From an optimization exercise on the open Yosys and OpenROAD flow, aimed at small area, a short achievable clock period and few clock cycles per item; shortcuts taken in it are not production practice. Function was checked by simulation only, so behaviour that the tests miss may differ from the original. No activity file was given, so power comes from the tool's default toggle rates.

--- config.mk ---
export PLATFORM = sky130hd
export DESIGN_NAME = sliding_window_event_rate
export DESIGN_NICKNAME = sliding_window_event_rate
export VERILOG_FILES = /design/flow/design.v
export SDC_FILE = /design/flow/constraint.sdc
export NUM_CORES = 4
export LEC_CHECK = 0
export CAP_MARGIN = 20
export CORE_MARGIN = 2
export CORE_UTILIZATION = 40
export SLEW_MARGIN = 20
--- constraint.sdc ---
create_clock -name core_clock -period 10.0 [get_ports {clk}]
set_input_delay 2.0000 -clock core_clock [delete_from_list [all_inputs] [get_ports {clk}]]
set_output_delay 2.0000 -clock core_clock [all_outputs]
set_load 0.01 [all_outputs]
--- run.sh ---
#!/bin/bash
# synth_recipe.tcl (not shown) runs the flow's synth.tcl, then flattens the netlist and writes it again
# the make line also repeats each setting of config.mk as NAME=value (left out here)
make -C /OpenROAD-flow-scripts/flow DESIGN_CONFIG=/design/flow/config.mk WORK_HOME=/design/flow/orfs CLKGATE_MAP_FILE= SYNTH_SCRIPT=/design/flow/synth_recipe.tcl finish
--- design.v ---
package swer_pkg;
  localparam int NOW_W    = 32;
  localparam int ADD_W    = 16;
  localparam int CFG_W    = 7;
  localparam int BUCKET_W = 24;
  localparam int TOTAL_W  = 30;
  localparam logic [CFG_W-1:0]    CFG_RESET  = 7'd60;
  localparam logic [BUCKET_W-1:0] BUCKET_MAX = 24'hFF_FFFF;
  localparam logic [TOTAL_W-1:0]  TOTAL_MAX  = 30'h3FFF_FFFF;
endpackage
module swer_ram #(
  parameter int WIDTH = 30,
  parameter int DEPTH = 64
) (
  input  logic                     clk,
  input  logic                     wr_en,
  input  logic                     wr_all,
  input  logic                     wr_wrap,
  input  logic [$clog2(DEPTH)-1:0] wr_lo,
  input  logic [$clog2(DEPTH)-1:0] wr_hi,
  input  logic [WIDTH-1:0]         wr_data,
  input  logic [$clog2(DEPTH)-1:0] rd_addr,
  output logic [WIDTH-1:0]         rd_data
);
  localparam int AW = $clog2(DEPTH);
  logic [WIDTH-1:0] mem [DEPTH];
  always_ff @(posedge clk) begin
    for (int j = 0; j < DEPTH; j++) begin
      if (wr_en && (wr_all ||
                    (wr_wrap ? (AW'(j) >= wr_lo || AW'(j) <= wr_hi)
                             : (AW'(j) >= wr_lo && AW'(j) <= wr_hi)))) begin
        mem[j] <= wr_data;
      end
    end
  end
  assign rd_data = mem[rd_addr];
endmodule
module sliding_window_event_rate #(
  parameter int MAX_WINDOW = 64
) (
  input  logic                            clk,
  input  logic                            rst_n,
  input  logic                            cfg_valid,
  output logic                            cfg_ready,
  input  logic [swer_pkg::CFG_W-1:0]      cfg_window_seconds,
  input  logic                            in_valid,
  output logic                            in_ready,
  input  logic [swer_pkg::NOW_W-1:0]      in_now_seconds,
  input  logic [swer_pkg::ADD_W-1:0]      in_add_count,
  output logic                            out_valid,
  input  logic                            out_ready,
  output logic [swer_pkg::TOTAL_W-1:0]    out_window_total
);
  localparam int AW = $clog2(MAX_WINDOW);
  localparam int WW = $clog2(MAX_WINDOW + 1);
  localparam int TW = swer_pkg::TOTAL_W;
  localparam int BW = swer_pkg::BUCKET_W;
  localparam int NW = swer_pkg::NOW_W;
  localparam int DW = swer_pkg::ADD_W;
  logic          go;             
  logic          in_rdy_r, cfg_rdy_r, cfg_mode_r, clr_r;
  logic          in_fire, cfg_fire;
  logic [WW-1:0] w_r;            
  logic          v0, v1, v2, v3;
  logic [NW-1:0] now0;
  logic [DW-1:0] add0, add1, add2;
  logic [NW-1:0] last_r;
  logic          gt1, big1;
  logic [WW-1:0] dlo1;
  logic          gt2, full2, wrap2;
  logic [AW-1:0] lo2, hi2, rd2;
  logic [AW-1:0] slot_r, slot1_r;    
  logic [TW-1:0] acc_r, old3;
  logic [BW-1:0] bkt_r;
  logic          ov_r, sk_v;
  logic [TW-1:0] ov_tot, sk_tot;
  assign in_fire  = in_valid && in_rdy_r;
  assign cfg_fire = cfg_valid && cfg_rdy_r;
  assign go       = !sk_v;
  assign in_ready         = in_rdy_r;
  assign cfg_ready        = cfg_rdy_r;
  assign out_valid        = ov_r;
  assign out_window_total = ov_tot;
  always_ff @(posedge clk) begin
    if (go) begin
      now0 <= in_now_seconds;
      add0 <= in_add_count;
    end
  end
  logic [NW-1:0] delta;
  assign delta = now0 - last_r;
  always_ff @(posedge clk) begin
    if (!rst_n) begin
      last_r <= '0;
    end else if (go && v0 && now0 > last_r) begin
      last_r <= now0;
    end
    if (go) begin
      gt1  <= now0 > last_r;
      big1 <= |delta[NW-1:WW];
      dlo1 <= delta[WW-1:0];
      add1 <= add0;
    end
  end
  logic          full_s;
  logic [WW-1:0] k_s;
  logic [WW:0]   sum_c, sum_n;
  logic [WW:0]   sub_c, sub_n;
  logic [AW-1:0] slot_nx, rd_nx;
  assign full_s = gt1 && (big1 || dlo1 >= w_r);
  assign k_s    = (gt1 && !full_s) ? dlo1 : '0;
  assign sum_c  = (WW+1)'(slot_r) + (WW+1)'(k_s);
  assign sum_n  = (WW+1)'(slot1_r) + (WW+1)'(k_s);
  assign sub_c  = sum_c - (WW+1)'(w_r);
  assign sub_n  = sum_n - (WW+1)'(w_r);
  assign slot_nx = sub_c[WW] ? AW'(sum_c) : AW'(sub_c);
  assign rd_nx   = sub_n[WW] ? AW'(sum_n) : AW'(sub_n);
  always_ff @(posedge clk) begin
    if (clr_r) begin
      slot_r  <= '0;
      slot1_r <= (w_r == WW'(1)) ? AW'(0) : AW'(1);
    end else if (go && v1) begin
      slot_r  <= slot_nx;
      slot1_r <= rd_nx;
    end
    if (go) begin
      gt2   <= gt1;
      full2 <= full_s;
      lo2   <= slot1_r;
      hi2   <= slot_nx;
      wrap2 <= slot_nx < slot1_r;
      rd2   <= rd_nx;
      add2  <= add1;
    end
  end
  logic [TW-1:0] ring_rd;
  logic [BW:0]   bsum;
  logic          bsat;
  logic [BW-1:0] room;
  swer_ram #(
    .WIDTH (TW),
    .DEPTH (MAX_WINDOW)
  ) u_ring (
    .clk     (clk),
    .wr_en   (clr_r || (go && v2 && gt2)),
    .wr_all  (clr_r || full2),
    .wr_wrap (wrap2),
    .wr_lo   (lo2),
    .wr_hi   (hi2),
    .wr_data (acc_r),
    .rd_addr (rd2),
    .rd_data (ring_rd)
  );
  assign bsum = (BW+1)'(bkt_r) + (BW+1)'(add2);
  assign bsat = !gt2 && bsum[BW];
  assign room = swer_pkg::BUCKET_MAX - bkt_r;
  always_ff @(posedge clk) begin
    if (!rst_n) begin
      acc_r <= '0;
    end else if (go && v2) begin
      if (bsat) acc_r <= acc_r + TW'(room);
      else      acc_r <= acc_r + TW'(add2);
    end
    if (clr_r) begin
      bkt_r <= '0;
    end else if (go && v2) begin
      if (gt2)       bkt_r <= BW'(add2);
      else if (bsat) bkt_r <= swer_pkg::BUCKET_MAX;
      else           bkt_r <= bsum[BW-1:0];
    end
    if (go) begin
      old3 <= full2 ? acc_r : ring_rd;
    end
  end
  logic [TW-1:0] tot3;
  logic          take;
  assign tot3 = acc_r - old3;
  assign take = ov_r && out_ready;
  always_ff @(posedge clk) begin
    if (!rst_n) begin
      ov_r <= 1'b0;
      sk_v <= 1'b0;
    end else begin
      if (!ov_r || take) begin
        if (sk_v) begin
          ov_r <= 1'b1;
          sk_v <= 1'b0;
        end else begin
          ov_r <= v3;
        end
      end else if (v3 && go) begin
        sk_v <= 1'b1;
      end
    end
    if (!ov_r || take) begin
      ov_tot <= sk_v ? sk_tot : tot3;
    end
    if (go) begin
      sk_tot <= tot3;
    end
  end
  logic v0_nx, v1_nx, v2_nx, go_nx, mode_nx;
  assign v0_nx   = go ? in_fire : v0;
  assign v1_nx   = go ? v0 : v1;
  assign v2_nx   = go ? v1 : v2;
  assign go_nx   = !(ov_r && !take && (sk_v || (v3 && go)));
  assign mode_nx = (cfg_mode_r || cfg_valid) && !cfg_fire;
  always_ff @(posedge clk) begin
    if (!rst_n) begin
      v0         <= 1'b0;
      v1         <= 1'b0;
      v2         <= 1'b0;
      v3         <= 1'b0;
      in_rdy_r   <= 1'b0;
      cfg_rdy_r  <= 1'b0;
      cfg_mode_r <= 1'b0;
      clr_r      <= 1'b1;
      w_r        <= WW'(swer_pkg::CFG_RESET);
    end else begin
      v0         <= v0_nx;
      v1         <= v1_nx;
      if (go) begin
        v2 <= v1;
        v3 <= v2;
      end
      cfg_mode_r <= mode_nx;
      cfg_rdy_r  <= mode_nx && !v0_nx && !v1_nx && (!v2_nx || go_nx);
      in_rdy_r   <= !mode_nx && go_nx;
      clr_r      <= cfg_fire;
      if (cfg_fire) begin
        if (cfg_window_seconds == '0) begin
          w_r <= WW'(1);
        end else if (32'(cfg_window_seconds) > 32'(MAX_WINDOW)) begin
          w_r <= WW'(MAX_WINDOW);
        end else begin
          w_r <= WW'(cfg_window_seconds);
        end
      end
    end
  end
endmodule
==> metrics.yaml <==
outcome: "no timing/DRC/antenna violations"
grt_pass1_wl_um: 460000
synth_xor_area_share_pct: 0.948
pre_cts_slack_ns: 3.89
setup_ws_ns: 3.94
period_needed_ns: 6.06
max_freq_mhz: 165
core_sq_um: 218000
power_per_cell_area_nw_per_um2: 219
synth_fa_ha_area_share_pct: 2.72
hold_slack_ns: 0.352
cp_data_arrival_time_ns: 6.81
crit_chain: "ha_1 > inv_1 > fa_1 > nor2b_1 > o31ai_1 > a311oi_1 > a211oi_1 > o31ai_1 > o31ai_4 > buf_4 > nand2_1 > o21ai_0 > ha_1 > fa_1 > a211oi_1 > o21bai_1 > o22ai_1 > o21a_1 > o311ai_0 > a41oi_1 > o21ai_0 > o2111ai_1 > xor2_1 > nor2_1"
wirelength_um: 345000
synthMostInstantiatedCell: "edfxtp_1"
area_growth_pct: 15.3
maxCapViolCount: 0
p_leak_nw: 35.4
reg2reg_depth: 24
seq_area_frac_synth_pct: 74.9
path_clk_slew_ns: 0.06
worst_slew_margin_rel_pct: 18.4
nFillCells: 18600
critical_path.startpoint_type: "register"
async_reset_ff_share_pct: 0
yosys_register_bits: 2235
drtPass1Iterations: 6
hold_violations: 0
port_buffers: 92
synth_area_leader_cell: "edfxtp_1"
vias_per_cell: 6.61
skew_ns: 0.120
worstPathRequired_ns: 10.74
ys_types: 89
place_congestion: 0.857
dieArea_sq_um: 223000
fp.dieW_um: 472
wl_per_cell_um: 38.4
yosys_warnings: 3
cpMaxStageDelayCell: "o31ai_1"
setup_viol: 0
synthTopCellsByArea: "edfxtp_1 72%, a22oi_1 6.8%, dfxtp_1 3.2%"
hold_class: "register to register"
setup_tns_ns: 0
track_usage_pct: 30.1
synth_compound_area_share_pct: 12.8
num_io_pins: 93
start_util_pct: 40.3
synth.avg_cell_area_sq_um: 15.3
irDropWorstVdd_uv: 201
cts_setup_buffers: 0
synth_common_cells: "2096 x edfxtp_1, 797 x a22oi_1, 310 x nor2_1"
clockBufferDepth: 3
cts_hold_buf: 0
cts_tree: "done"
grt_max_degree: 71
fp-row-count: 171
path_max_fanout: 40
setup.worst_path.end_class: "register"
muxShareOfSynthArea_pct: 0.669
drive_gt1_share_pct: 12.1
rsz0062_at_grt: "no"
synth-edff-count: 2096
detail-route-antenna-nets: 0
synth_flop_cell: "edfxtp_1"
root_buffer: "clkbuf_16"
antenna_found_initial: 12
clk_latency_ns: 0.92
worst-setup-path-type: "register to register"
synthSimpleGateAreaFrac_pct: 6.12
cts_resized: 0
die_h_um: 472
worst_pin_slew_ns: 1.22
drc: 0
maxSlewViolCount: 0
cts_sinks: 2235
grt-ovfl-total: 0
synth_top_family_by_area: "compound AO/OA/AOI/OAI gates"
grt_pass1_vias: 54800
hpwl_um: 182000
htreeDepth: 4
period_share_pct: 60.6
final_nets: 6140
route.vias.total: 59400
cts_buffers: 218
synth_top_area_share_pct: 71.7
worstHoldPathCells: 0
netlist_area_sq_um: 87800
drtIter0Drc: 12100
syn_inst: 5719
cpPeakStageDelay_ns: 0.59
==> area by class of cell <==
class | instances | area [sq um] | area share, %
flip-flops and latches | 2235 | 65800 | 65.0
multi-input cells | 3056 | 21500 | 21.3
clock buffers | 260 | 5660 | 5.59
well taps | 2854 | 3570 | 3.53
repair buffers | 292 | 2490 | 2.46
clock inverters | 150 | 1710 | 1.68
inverters | 130 | 493 | 0.487
diodes | 6 | 15.0 | 0.0148
==> where the power goes <==
part / total (mW) / internal, mW / switching [mW]
sequential: 11.3 / 11.1 / 0.238
clock: 8.45 / 4.70 / 3.75
combinational: 2.40 / 0.568 / 1.83
total: 22.2 / 16.4 / 5.81
==> layout by cell type, fill, tap and decap left out, types with 104 or more instances in the layout <==
cell type and instances:
nand2_1 274, nand4_1 190, a22oi_1 797, inv_1 127, o21ai_0 186, clkbuf_16 218
a21oi_1 183, dfxtp_1 108, nor2_1 206, buf_4 196, edfxtp_1 2096, ha_1 139
nor2_4 104
==> flip-flops by register name, summed over array words and instances (netlist names), 7 cells and up <==
| signal | flops |
|---|---|
| now0 | 32 |
| sk_tot | 30 |
| u_ring.mem | 1920 |
| bkt_r | 24 |
| add0 | 16 |
| add1 | 16 |
| acc_r | 30 |
| last_r | 32 |
| old3 | 30 |
| dlo1 | 7 |
| w_r | 7 |
| ov_tot | 30 |
| add2 | 16 |
==> logic make-up after synthesis <==
logic type      count (synthesis)
flops                        2235
compound gates               1586
simple gates                 1114
buf+inv                       435
fa+ha+maj                     196
xor+xnor                       95
mux                            57
other cells                     1
==> layer usage <==
layer | GRT usage [%] | vias to the layer above | part of all wire [%] | wire length, um
met5 | 0 | - | 0.0038 | 13
met1 | 39.4 | 29700 | 35 | 120000
met2 | 45.2 | 5198 | 43 | 149000
li1 | - | 23400 | - | -
met3 | 7.91 | 1097 | 15 | 50900
met4 | 17.3 | 2 | 7.2 | 24900
==> critical path, delay by kind of cell, from the launching register on <==
family,cells,cell delay [ns]
AOI/OAI and AO/OA,14,3.45
xor gates and xnor gates,1,0.17
adders and majority gates,4,1.28
buffers and inverters,2,0.34
DFF,1,0.37
and+or+nand+nor,3,0.35
==> final timing paths <==
path | from | endpoint | slack [ns]
hold / removal | add0[9] | add1[9] | 0.35
setup reg to reg | add2[0] | acc_r[28] | 3.94
hold reg to reg | add0[9] | add1[9] | 0.35
setup / recovery | add2[0] | acc_r[28] | 3.94
==> stage by stage <==
stage | total power [mW] | utilization [%] | std cells | area (sq um)
after floorplan | 12.4 | - | 5726 | 87800
final | 22.2 | 46.5 | 8983 | 101000
after global placement | 13.8 | 43.1 | 8564 | 93800
after CTS | 22.1 | 46.5 | 8974 | 101000
after global routing | 22.6 | 46.5 | 8980 | 101000
after detailed placement | 13.8 | 43.1 | 8564 | 93800
Testbench counts, summed over its fixed seeds: cycles 9,704, items 9,600.

## static timing again, ports no longer ideal
The results above use ideal ports. As a check the final layout listed here was re-extracted and re-timed, cells and wires unchanged. Step 1: set_driving_cell puts a clkbuf_16 on clk and a buf_2 on each other input, an assumption about the parent block. Step 2 times the ports against the registers' clock, not the clock port: input delays grow and output delays shrink by t, the midpoint of the rising clock arrivals with the driver on. a / b / c = ideal / step 1 / step 2; a / b = the first two.
shift t [ns]: 0.944
setup slack, ns: 3.936 / 3.936 / 3.936
hold WS [ns]: 0.352 / 0.352 / 0.352
clock arrival spread, ns: 0.125 / 0.125
worst slew at a driven data input, ns: 0.07
After both steps this run still meets setup and hold. The setup slack of this run moves by 0.000 ns with the drivers and by 0.000 ns with both steps.
